What follows belongs to an exercise in optimizing a design on an open flow for small area; a production flow would make more cautious choices.
The RTL was checked by simulation tests, not by an equivalence proof against the original design.
Power figures rest on the tool's default switching activity, not on a simulated workload.

==> build 23: inputs <==
// rps_game
module rps_game (
	input  logic                clock,
	input  logic                reset,
	input  logic                play,
	input  logic                load,
	input  game_pkg::strategy_t strategy,
	input  game_pkg::move_t     user_move,
	output logic                user_win,
	output logic                com_win,
	output logic                draw,
	output score_pkg::seg_t     hex0,
	output score_pkg::seg_t     hex1,
	output score_pkg::seg_t     hex2,
	output score_pkg::seg_t     hex3,
	output score_pkg::seg_t     hex4,
	output score_pkg::seg_t     hex5
);
==> module rps_game, before the edit <==
module rps_game (
	input  logic                clock,
	input  logic                reset,
	input  logic                play,
	input  logic                load,
	input  game_pkg::strategy_t strategy,
	input  game_pkg::move_t     user_move,
	output logic                user_win,
	output logic                com_win,
	output logic                draw,
	output score_pkg::seg_t     hex0,
	output score_pkg::seg_t     hex1,
	output score_pkg::seg_t     hex2,
	output score_pkg::seg_t     hex3,
	output score_pkg::seg_t     hex4,
	output score_pkg::seg_t     hex5
);
	localparam int CW = 8;
	logic       strat_q;
	logic [1:0] cyc;
	logic [1:0] pu, pc;     
	logic       have_prev;
	logic [8:0] valid;      
	logic [CW-1:0] cnt [0:8][0:2];
	logic [7:0] user_score, com_score;
	logic [2:0] pu_oh, pc_oh;
	logic [8:0] rsel;
	function automatic logic [2:0] move_oh(input logic [1:0] m);
		move_oh = {m[1], m[0], ~(m[1] | m[0])};
	endfunction
	assign pu_oh = move_oh(pu);
	assign pc_oh = move_oh(pc);
	always_comb begin
		for (int i = 0; i < 3; i++)
			for (int j = 0; j < 3; j++)
				rsel[i*3+j] = pu_oh[i] & pc_oh[j];
	end
	logic [CW-1:0] rd [0:2];  
	always_comb begin
		for (int c = 0; c < 3; c++) begin
			rd[c] = '0;
			for (int k = 0; k < 9; k++)
				rd[c] = rd[c] | (cnt[k][c] & {CW{rsel[k] & valid[k]}});
		end
	end
	logic [CW-1:0] r, s, p;
	assign r = rd[0];
	assign s = rd[1];
	assign p = rd[2];
	logic [1:0] predicted, markov_move, com;
	always_comb begin
		if (r == s && s == p)
			predicted = cyc;
		else if (p >= r && p >= s)
			predicted = 2'd2;
		else if (r == s)
			predicted = cyc[0] ? 2'd1 : 2'd0;
		else if (r > s)
			predicted = 2'd0;
		else
			predicted = 2'd1;
		case (predicted)
			2'd0:    markov_move = 2'd2;
			2'd1:    markov_move = 2'd0;
			default: markov_move = 2'd1;
		endcase
	end
	assign com = strat_q ? markov_move : cyc;
	function automatic logic beats(input logic [1:0] a, input logic [1:0] b);
		logic [2:0] ao, bo;
		ao = move_oh(a);
		bo = move_oh(b);
		beats = (ao[0] & bo[1]) | (ao[1] & bo[2]) | (ao[2] & bo[0]);
	endfunction
	logic uw, cw;
	assign uw = beats(user_move, com);
	assign cw = beats(com, user_move);
	always_ff @(posedge clock or negedge reset) begin
		if (!reset) begin
			strat_q <= 1'b0;
		end else if (load) begin
			strat_q <= strategy;
		end
	end
	always_ff @(posedge clock or negedge reset) begin
		if (!reset) begin
			cyc <= 2'd0;
		end else begin
			cyc <= {cyc[0], ~cyc[0] & ~cyc[1]};
		end
	end
	always_ff @(posedge clock or negedge reset) begin
		if (!reset) begin
			pu <= 2'd0;
			pc <= 2'd0;
			have_prev <= 1'b0;
		end else if (play) begin
			pu <= user_move;
			pc <= com;
			have_prev <= 1'b1;
		end
	end
	always_ff @(posedge clock or negedge reset) begin
		if (!reset) begin
			user_score <= '0;
			com_score <= '0;
		end else begin
			user_score <= user_score + 8'(play & uw);
			com_score <= com_score + 8'(play & cw);
		end
	end
	logic [8:0] row_we;
	assign row_we = rsel & {9{play & have_prev}};
	always_ff @(posedge clock or negedge reset) begin
		if (!reset) begin
			valid <= '0;
		end else begin
			valid <= valid | row_we;
		end
	end
	logic [CW-1:0] wd [0:2];
	logic [2:0] u_oh;
	assign u_oh = move_oh(user_move);
	always_comb begin
		for (int c = 0; c < 3; c++)
			wd[c] = rd[c] + CW'(u_oh[c]);
	end
	always_ff @(posedge clock) begin
		for (int k = 0; k < 9; k++) begin
			if (row_we[k]) begin
				for (int c = 0; c < 3; c++)
					cnt[k][c] <= wd[c];
			end
		end
	end
	assign draw = have_prev & |(pu_oh & pc_oh);
	assign user_win = have_prev & beats(pu, pc);
	assign com_win = have_prev & beats(pc, pu);
	function automatic score_pkg::seg_t seg_of(input score_pkg::nibble_t value);
		case (value)
			4'h0:    seg_of = 7'b100_0000;
			4'h1:    seg_of = 7'b111_1001;
			4'h2:    seg_of = 7'b010_0100;
			4'h3:    seg_of = 7'b011_0000;
			4'h4:    seg_of = 7'b001_1001;
			4'h5:    seg_of = 7'b001_0010;
			4'h6:    seg_of = 7'b000_0010;
			4'h7:    seg_of = 7'b111_1000;
			4'h8:    seg_of = 7'b000_0000;
			4'h9:    seg_of = 7'b001_1000;
			4'hA:    seg_of = 7'b000_1000;
			4'hB:    seg_of = 7'b000_0011;
			4'hC:    seg_of = 7'b100_0110;
			4'hD:    seg_of = 7'b010_0001;
			4'hE:    seg_of = 7'b000_0110;
			default: seg_of = 7'b000_1110;
		endcase
	endfunction
	assign hex0 = seg_of(user_score[3:0]);
	assign hex1 = seg_of(user_score[7:4]);
	function automatic score_pkg::seg_t seg_of_move(input logic [1:0] m);
		seg_of_move = {~m[1], m[0] | m[1], m[0], m[0], m[1], 1'b0, m[0]};
	endfunction
	assign hex2 = seg_of_move(pu);
	assign hex3 = seg_of_move(pc);
	assign hex4 = seg_of(com_score[3:0]);
	assign hex5 = seg_of(com_score[7:4]);
endmodule
Settings: LEC_CHECK=0, CAP_MARGIN=0, CORE_MARGIN=2, CORE_UTILIZATION=40, PLACE_DENSITY=0.6, SLEW_MARGIN=0; clock period 10.0 ns.
standard.sh (not shown) runs the stock make flow with config.mk's settings and CLKGATE_MAP_FILE= SYNTH_SCRIPT=/design/flow/synth_recipe.tcl, a recipe that flattens the netlist after the stock synthesis.
==> flow/flow/run.sh <==
#!/bin/bash
# Own layout flow: the standard synthesis, then the same synthesis again with an area-oriented
# ABC script and without the full/half-adder extraction step; the smaller netlist is kept only if
# its flip-flops (names and cell types) are exactly those of the standard synthesis. The layout
# then runs the standard ORFS flow (standard.sh) with small port buffers and a leaner clock tree.
set -uo pipefail
W=$PWD
F=$W/flow
R=$W/orfs/results/$FLOW_PLATFORM/rps_game/base
LIB=$FLOW_HOME/platforms/$FLOW_PLATFORM/lib/sky130_fd_sc_hd__tt_025C_1v80.lib

# 1. standard synthesis
bash standard.sh synth > $W/log_std_synth.txt 2>&1 || { echo "standard synthesis failed"; exit 1; }
cp $R/1_2_yosys.v $W/netlist_std.v

# 2. custom synthesis in its own ORFS work home
sed -e 's#^\(source \$::env(SCRIPTS_DIR)/synth_preamble.tcl\)#\1\nset abc_args [lreplace $abc_args 1 1 $::env(MY_ABC)]#' \
    -e 's#^\(\s*\)extract_fa {\*}\[dont_use_extract_fa_args\]#\1\# extract_fa skipped#' \
    $FLOW_HOME/scripts/synth.tcl > $W/synth_c.tcl
sed -e "s#source \$::env(SCRIPTS_DIR)/synth.tcl#source $W/synth_c.tcl#" $W/synth_recipe.tcl > $W/synth_recipe_c.tcl
sed -e "s#SYNTH_SCRIPT=[^ ]*#SYNTH_SCRIPT=$W/synth_recipe_c.tcl#" -e "s#WORK_HOME=[^ ]*#WORK_HOME=$W/orfs_c#" \
    -e '/^if \[\[ -f/,/^fi/d' standard.sh > $W/standard_c.sh
best=$W/netlist_std.v
for s in $F/abc_*.script; do
  n=$(basename $s .script)
  (
    sed -e "s#WORK_HOME=[^ ]*#WORK_HOME=$W/orfs_$n#" $W/standard_c.sh > $W/standard_$n.sh
    if MY_ABC=$s bash $W/standard_$n.sh synth > $W/log_synth_$n.txt 2>&1; then
      cp $W/orfs_$n/results/$FLOW_PLATFORM/rps_game/base/1_2_yosys.v $W/netlist_$n.v
    fi
    rm -rf $W/orfs_$n
  ) &
done
wait
python3 $F/pick.py $LIB $W/netlist_std.v $W/netlist_abc_*.v > $W/log_pick.txt 2>&1
best=$(tail -1 $W/log_pick.txt)
[[ -f "$best" ]] || best=$W/netlist_std.v
if [[ "$best" != "$W/netlist_std.v" ]]; then
  cp "$best" $R/1_2_yosys.v
  rm -f $R/1_synth.odb
fi

# 3. layout
bash standard.sh \
  "BUFFER_PORTS_ARGS=-buffer_cell sky130_fd_sc_hd__buf_1" \
  "CTS_ARGS=-sink_clustering_enable -repair_clock_nets -dont_use_dummy_load -buf_list {sky130_fd_sc_hd__clkbuf_8} -sink_clustering_size 15 -sink_clustering_max_diameter 100" \
  finish > $W/log_layout.txt 2>&1 || { echo "layout failed"; tail -20 $W/log_layout.txt; exit 1; }
ls -la $W/out
==> flow/flow/abc_amap.script <==
strash
dch -f
amap
topo
==> flow/flow/abc_ds1.script <==
strash
&get -n
&deepsyn -I 20 -J 10
&put
dch -f
amap
topo
==> flow/flow/abc_ds2.script <==
strash
&get -n
&deepsyn -I 20 -J 10 -S 5
&put
dch -f
amap -F 4 -A 10
topo
==> flow/flow/abc_ds3.script <==
strash
dc2
&get -n
&deepsyn -I 20 -J 10
&put
dch -f
amap -F 4 -A 10
topo
==> flow/flow/pick.py <==
# pick.py LIB STD.v CAND.v... : prints the smallest netlist whose flip-flops (instance names and
# cell types) equal the standard synthesis's; the last line is the chosen file
import re, sys
lib = open(sys.argv[1]).read()
area = {m.group(1): float(m.group(2)) for m in
        re.finditer(r'cell\s*\(\s*"?(\w+)"?\s*\)\s*\{.*?area\s*:\s*([\d.]+)', lib, re.S)}
seq = re.compile(r'sky130_fd_sc_hd__(e?df|dl|sdf|sedf)')
def read(path):
    cells, ffs = [], set()
    for m in re.finditer(r'^\s*(sky130_fd_sc_hd__\w+)\s+(\S+)\s*\(', open(path).read(), re.M):
        cells.append(m.group(1))
        if seq.match(m.group(1)):
            ffs.add((m.group(1), m.group(2)))
    return sum(area.get(c, 0.0) for c in cells), ffs
std_area, std_ffs = read(sys.argv[2])
best, best_area = sys.argv[2], std_area
print(f"{sys.argv[2]}: {std_area:.1f} um2, {len(std_ffs)} flip-flops")
for path in sys.argv[3:]:
    try:
        a, ffs = read(path)
    except OSError:
        continue
    same = ffs == std_ffs
    print(f"{path}: {a:.1f} um2, flip-flops {'match' if same else 'DIFFER'}")
    if same and a < best_area:
        best, best_area = path, a
print(best)
==> build 90: changes against build 23 <==
--- a/flow/design.v
+++ b/flow/design.v
@@ -62,9 +62,6 @@
 	logic [2:0] pu_oh, pc_oh;
 	logic [8:0] rsel;
-	function automatic logic [2:0] move_oh(input logic [1:0] m);
-		move_oh = {m[1], m[0], ~(m[1] | m[0])};
-	endfunction
-	assign pu_oh = move_oh(pu);
-	assign pc_oh = move_oh(pc);
+	assign pu_oh = {pu == 2'd2, pu == 2'd1, pu == 2'd0};
+	assign pc_oh = {pc == 2'd2, pc == 2'd1, pc == 2'd0};
 	always_comb begin
 		for (int i = 0; i < 3; i++)
@@ -104,8 +101,5 @@
 	assign com = strat_q ? markov_move : cyc;
 	function automatic logic beats(input logic [1:0] a, input logic [1:0] b);
-		logic [2:0] ao, bo;
-		ao = move_oh(a);
-		bo = move_oh(b);
-		beats = (ao[0] & bo[1]) | (ao[1] & bo[2]) | (ao[2] & bo[0]);
+		beats = (a == 2'd0 && b == 2'd1) || (a == 2'd1 && b == 2'd2) || (a == 2'd2 && b == 2'd0);
 	endfunction
 	logic uw, cw;
@@ -131,17 +125,12 @@
 			pc <= 2'd0;
 			have_prev <= 1'b0;
+			user_score <= '0;
+			com_score <= '0;
 		end else if (play) begin
 			pu <= user_move;
 			pc <= com;
 			have_prev <= 1'b1;
-		end
-	end
-	always_ff @(posedge clock or negedge reset) begin
-		if (!reset) begin
-			user_score <= '0;
-			com_score <= '0;
-		end else begin
-			user_score <= user_score + 8'(play & uw);
-			com_score <= com_score + 8'(play & cw);
+			if (uw) user_score <= user_score + 1'b1;
+			if (cw) com_score <= com_score + 1'b1;
 		end
 	end
@@ -156,9 +145,7 @@
 	end
 	logic [CW-1:0] wd [0:2];
-	logic [2:0] u_oh;
-	assign u_oh = move_oh(user_move);
 	always_comb begin
 		for (int c = 0; c < 3; c++)
-			wd[c] = rd[c] + CW'(u_oh[c]);
+			wd[c] = rd[c] + CW'(user_move == 2'(c));
 	end
 	always_ff @(posedge clock) begin
@@ -170,5 +157,5 @@
 		end
 	end
-	assign draw = have_prev & |(pu_oh & pc_oh);
+	assign draw = have_prev & (pu == pc);
 	assign user_win = have_prev & beats(pu, pc);
 	assign com_win = have_prev & beats(pc, pu);
@@ -195,9 +182,6 @@
 	assign hex0 = seg_of(user_score[3:0]);
 	assign hex1 = seg_of(user_score[7:4]);
-	function automatic score_pkg::seg_t seg_of_move(input logic [1:0] m);
-		seg_of_move = {~m[1], m[0] | m[1], m[0], m[0], m[1], 1'b0, m[0]};
-	endfunction
-	assign hex2 = seg_of_move(pu);
-	assign hex3 = seg_of_move(pc);
+	assign hex2 = seg_of({2'b00, pu});
+	assign hex3 = seg_of({2'b00, pc});
 	assign hex4 = seg_of(com_score[3:0]);
 	assign hex5 = seg_of(com_score[7:4]);
CAP_MARGIN = 20   (was 0)
CORE_UTILIZATION = 65   (was 40)
PLACE_DENSITY = 0.8   (was 0.6)
SLEW_MARGIN = 20   (was 0)
removed: flow/flow/abc_ds2.script
removed: flow/flow/abc_ds3.script
==> trial 85: changes against build 23 <==
--- a/flow/design.v
+++ b/flow/design.v
@@ -62,9 +62,6 @@
 	logic [2:0] pu_oh, pc_oh;
 	logic [8:0] rsel;
-	function automatic logic [2:0] move_oh(input logic [1:0] m);
-		move_oh = {m[1], m[0], ~(m[1] | m[0])};
-	endfunction
-	assign pu_oh = move_oh(pu);
-	assign pc_oh = move_oh(pc);
+	assign pu_oh = {pu == 2'd2, pu == 2'd1, pu == 2'd0};
+	assign pc_oh = {pc == 2'd2, pc == 2'd1, pc == 2'd0};
 	always_comb begin
 		for (int i = 0; i < 3; i++)
@@ -104,8 +101,5 @@
 	assign com = strat_q ? markov_move : cyc;
 	function automatic logic beats(input logic [1:0] a, input logic [1:0] b);
-		logic [2:0] ao, bo;
-		ao = move_oh(a);
-		bo = move_oh(b);
-		beats = (ao[0] & bo[1]) | (ao[1] & bo[2]) | (ao[2] & bo[0]);
+		beats = (a == 2'd0 && b == 2'd1) || (a == 2'd1 && b == 2'd2) || (a == 2'd2 && b == 2'd0);
 	endfunction
 	logic uw, cw;
@@ -131,17 +125,12 @@
 			pc <= 2'd0;
 			have_prev <= 1'b0;
+			user_score <= '0;
+			com_score <= '0;
 		end else if (play) begin
 			pu <= user_move;
 			pc <= com;
 			have_prev <= 1'b1;
-		end
-	end
-	always_ff @(posedge clock or negedge reset) begin
-		if (!reset) begin
-			user_score <= '0;
-			com_score <= '0;
-		end else begin
-			user_score <= user_score + 8'(play & uw);
-			com_score <= com_score + 8'(play & cw);
+			if (uw) user_score <= user_score + 1'b1;
+			if (cw) com_score <= com_score + 1'b1;
 		end
 	end
@@ -156,9 +145,7 @@
 	end
 	logic [CW-1:0] wd [0:2];
-	logic [2:0] u_oh;
-	assign u_oh = move_oh(user_move);
 	always_comb begin
 		for (int c = 0; c < 3; c++)
-			wd[c] = rd[c] + CW'(u_oh[c]);
+			wd[c] = rd[c] + CW'(user_move == 2'(c));
 	end
 	always_ff @(posedge clock) begin
@@ -170,5 +157,5 @@
 		end
 	end
-	assign draw = have_prev & |(pu_oh & pc_oh);
+	assign draw = have_prev & (pu == pc);
 	assign user_win = have_prev & beats(pu, pc);
 	assign com_win = have_prev & beats(pc, pu);
@@ -195,9 +182,6 @@
 	assign hex0 = seg_of(user_score[3:0]);
 	assign hex1 = seg_of(user_score[7:4]);
-	function automatic score_pkg::seg_t seg_of_move(input logic [1:0] m);
-		seg_of_move = {~m[1], m[0] | m[1], m[0], m[0], m[1], 1'b0, m[0]};
-	endfunction
-	assign hex2 = seg_of_move(pu);
-	assign hex3 = seg_of_move(pc);
+	assign hex2 = seg_of({2'b00, pu});
+	assign hex3 = seg_of({2'b00, pc});
 	assign hex4 = seg_of(com_score[3:0]);
 	assign hex5 = seg_of(com_score[7:4]);
==> flow/run.sh (new file) <==
#!/bin/bash
# synth_recipe.tcl (not shown) runs the flow's synth.tcl, then flattens the netlist and writes it again
# the make line also repeats each setting of config.mk as NAME=value (left out here)
make -C /OpenROAD-flow-scripts/flow DESIGN_CONFIG=/design/flow/config.mk WORK_HOME=/design/flow/orfs CLKGATE_MAP_FILE= SYNTH_SCRIPT=/design/flow/synth_recipe.tcl finish
CAP_MARGIN = 20   (was 0)
CTS_BUF_LIST = sky130_fd_sc_hd__clkbuf_8   (was unset)
CTS_CLUSTER_DIAMETER = 100   (was unset)
CTS_CLUSTER_SIZE = 20   (was unset)
SLEW_MARGIN = 20   (was 0)
removed: flow/flow/run.sh
removed: flow/flow/abc_amap.script
removed: flow/flow/abc_ds1.script
removed: flow/flow/abc_ds2.script
removed: flow/flow/abc_ds3.script
removed: flow/flow/pick.py
removed: flow/standard.sh
==> comparison <==
- Build 90 finished with timing, DRC and antenna clean. Trial 85 produced a clean layout. Build 23 completed with no timing, DRC or antenna violations.
- The highest cell area belongs to trial 85, the lowest to build 90.
- Via count, lowest first: build 23, build 90, trial 85.
- Against trial 85, the clock skew of build 90 is higher by 1.4 ps.
- Register-to-register slack, highest first: trial 85, build 23, build 90.
- The lowest area after synthesis belongs to build 23, the highest to trial 85.
- Clock power: build 90 is smaller than build 23 (about 1%).
- Between build 23 and build 90, the lower worst hold slack is in build 90 (gap 22 ps).
- Sequential cell count is the same in trial 85 and build 90.
- The lowest synthesized cell count belongs to build 23, the highest to trial 85.

re-timing with driven ports:
The results above use ideal ports. As a check the final layouts listed here were re-extracted and re-timed, cells and wires unchanged. Step 1: set_driving_cell puts a clkbuf_16 on clock and a buf_2 on each other input, an assumption about the parent block. Step 2 moves the port delays by t, midway between the first and last clock arrival at a register: inputs arrive t later, outputs are due t later. That takes back most of the time a late clock gives input paths. Three values: ideal ports, drivers, drivers and shift; two values: the first two.
run	t, ns	setup WS [ns]	clock arrival spread, ns	slew at the worst register clock pin (ns)
build 23	0.568	3.760 / 3.760 / 3.760	0.047 / 0.048	0.10 / 0.10
build 90	0.556	3.219 / 3.219 / 3.219	0.028 / 0.028	0.10 / 0.10
trial 85	0.565	4.579 / 4.579 / 4.579	0.026 / 0.026	0.12 / 0.12
After both steps setup and hold are still met in every run listed.
